Background: an optimization exercise with open tools, aiming at small area and a short achievable clock period. Do not read the settings as production practice. Only simulation tests tie the RTL to the original design; equivalence was not proved. Power and IR drop assume default switching activity.

== build 91 ==
Design conv_top, start of the top module:
module conv_top #(
  parameter int PIXEL_W = 8
) (
    input  wire logic                                          clk
  , input  wire logic                                          reset_i
  , input  wire logic                                          s_tvalid_i
  , input  wire logic [PIXEL_W-1:0]                            s_tdata_i
  , input  wire logic                                          s_tuser_i
  , input  wire logic                                          s_tlast_i
  , input  wire logic                                          m_tready_i
  , output logic                                               s_tready_o
  , output logic                                               col_vld_o
  , output logic [5:0]                                         col_pos_o
  , output logic [conv_geom_pkg::KERNEL_ROWS*PIXEL_W-1:0]      col_data_o
);
clock: 5.0 ns
lec_check: 0
cap_margin: 20
core_margin: 2
core_utilization: 75
cts_cluster_diameter: 110
cts_cluster_size: 30
setup_slack_margin: 2.65
slew_margin: 20
synth_hierarchical: 1
synth_minimum_keep_size: 0
run.sh (not shown) runs the stock make flow with config.mk's settings and CLKGATE_MAP_FILE= SYNTH_SCRIPT=/design/flow/synth_recipe.tcl, a recipe that flattens the netlist after the stock synthesis.
Build 91 | status: complete | timing, DRC, antenna: pass
> inputs changed (build 91 -> build 40)
Settings: CORE_UTILIZATION now 65, was 75; SETUP_SLACK_MARGIN now 2.8, was 2.65; CTS_CLUSTER_DIAMETER now 100, was 110; CTS_CLUSTER_SIZE now 25, was 30.
==> comparison <==
- On largest fanout on the critical path: build 40 sits below build 91.
- Relative to build 91, the final cell area reported for build 40 is higher.
- Wire length for build 40 is higher than for build 91.
- Build 91 has lower power share of the clock group than build 40.
- Time the worst path needs with I/O delays and setup: build 40 better than build 91
Input-level comparison between build 92 and build 40:
Settings: a change of CORE_UTILIZATION from 65 to 85; a change of CTS_CLUSTER_SIZE from 25 to 30; a change of CTS_CLUSTER_DIAMETER from 100 to 110.
--- outcome ---
Reported for build 92 and build 40, number of cells on the critical path turned out identical to the last digit. From build 40 to build 92 the numbers moved as follows: global-route wire length before repair saw an increase; antenna diode count has increased; area of all placed cells without fillers went down by 1.3%; ratio of total power to cell area +2.8 nW/um2.
The following lists how build 69 was set up differently from build 92:
Settings: a change of SETUP_SLACK_MARGIN from 2.8 to 3.3; a change of CORE_UTILIZATION from 85 to 75.
### Flow results
Build 69 vs. build 92: register-to-register setup slack went up 0.02 ns, weighted congestion reported at the end of routability-driven placement went down 2.8%, fraction of power consumed by combinational cells went up 1.6 points, fmax went down 0.0085 GHz, via count of the first global-routing pass went up 1957.
Sort build 69 and build 92 by met1 layer usage reported by global route, descending, and build 69 comes first.
Remaining global-route overflow came out exactly the same in build 69 and build 92.
From build 69 to build 92, critical path depth did not move at all.
Build 69 vs. build 92: gate count after technology mapping shows no meaningful change; final area shows an increase of 9.1%; die area shows an increase of 11000 um2.
Edits applied to the flow inputs when going from build 69 to build 87:
Settings: swapping 3.3 for 2.55 in SETUP_SLACK_MARGIN.
==> comparison <==
- Build 87 finished every step from synthesis to the final layout, and the layout passed the timing, DRC and antenna checks.
- Post-detailed-route via-to-cell ratio (build 87 vs. build 69) decreases by a little under 10%
- Build 87 ends up with lower global-route wire length before repair than build 69 does.
- Compared with build 69, build 87 shows a lower synthesis-to-layout area growth.

---

Setup of the reference run:
conv_top again, from the RTL that the note above started with.
Settings: LEC_CHECK=0, CAP_MARGIN=20, CORE_MARGIN=2, CORE_UTILIZATION=65, CTS_CLUSTER_DIAMETER=110, CTS_CLUSTER_SIZE=30, SETUP_SLACK_MARGIN=2.8, SLEW_MARGIN=20, SYNTH_HIERARCHICAL=1, SYNTH_MINIMUM_KEEP_SIZE=0; clock period 5.0 ns.
The reference run: done, clean on timing, DRC and antenna
Setup changes, the reference run to the trial run
Settings: changing CORE_UTILIZATION from 65 to 75.
### Flow results
Re utilization: the trial run is 9.3 points up on the reference run. In the trial run relative to the reference run, internal power of the cells had gone down slightly. The trial run finished all stages; the layout is clean. The lower tap cell count came out of the trial run. The trial run and the reference run ended up with roughly the same clock latency on the worst-skew pair. Delta (the trial run minus the reference run): first-iteration detailed-routing DRC count rose 3.0%, maximum frequency shrank by 0.42%, wire length of the first global-routing pass neither gained nor lost much, worst hold slack went down 10 ps. The trial run leaves less setup margin than the reference run.

[re-timing with driven ports]
Ports are ideal in the flow. The routed layouts listed here were re-timed in OpenROAD. Step 1, drivers: a clkbuf_16 drives clk and a buf_2 each remaining input, both assumed. Step 2 also shifts input and output timing later by t, the mid clock arrival at the registers, as if the neighbouring blocks saw the same clock. Three values: no drivers, after step 1, after step 2; two values: the first two.
run | shift t [ns] | slack for setup (ns) | worst hold slack (ns)
build 91 | 0.748 | 2.594 / 2.540 / 2.034 | 0.428 / 0.428 / 0.428
build 40 | 0.768 | 2.642 / 2.609 / 2.073 | 0.441 / 0.441 / 0.441
build 92 | 0.741 | 2.632 / 2.584 / 2.126 | 0.433 / 0.433 / 0.433
build 69 | 0.756 | 2.583 / 2.516 / 2.441 | 0.442 / 0.442 / 0.442
build 87 | 0.736 | 2.560 / 2.537 / 1.912 | 0.428 / 0.428 / 0.428
the reference run | 0.764 | 2.632 / 2.599 / 2.072 | 0.440 / 0.440 / 0.440
the trial run | 0.744 | 2.622 / 2.563 / 2.196 | 0.430 / 0.430 / 0.430
After both steps setup and hold are still met in every run listed. The setup slack of build 87, which loses most, moves by -0.023 ns with the drivers and by -0.648 ns with both steps.
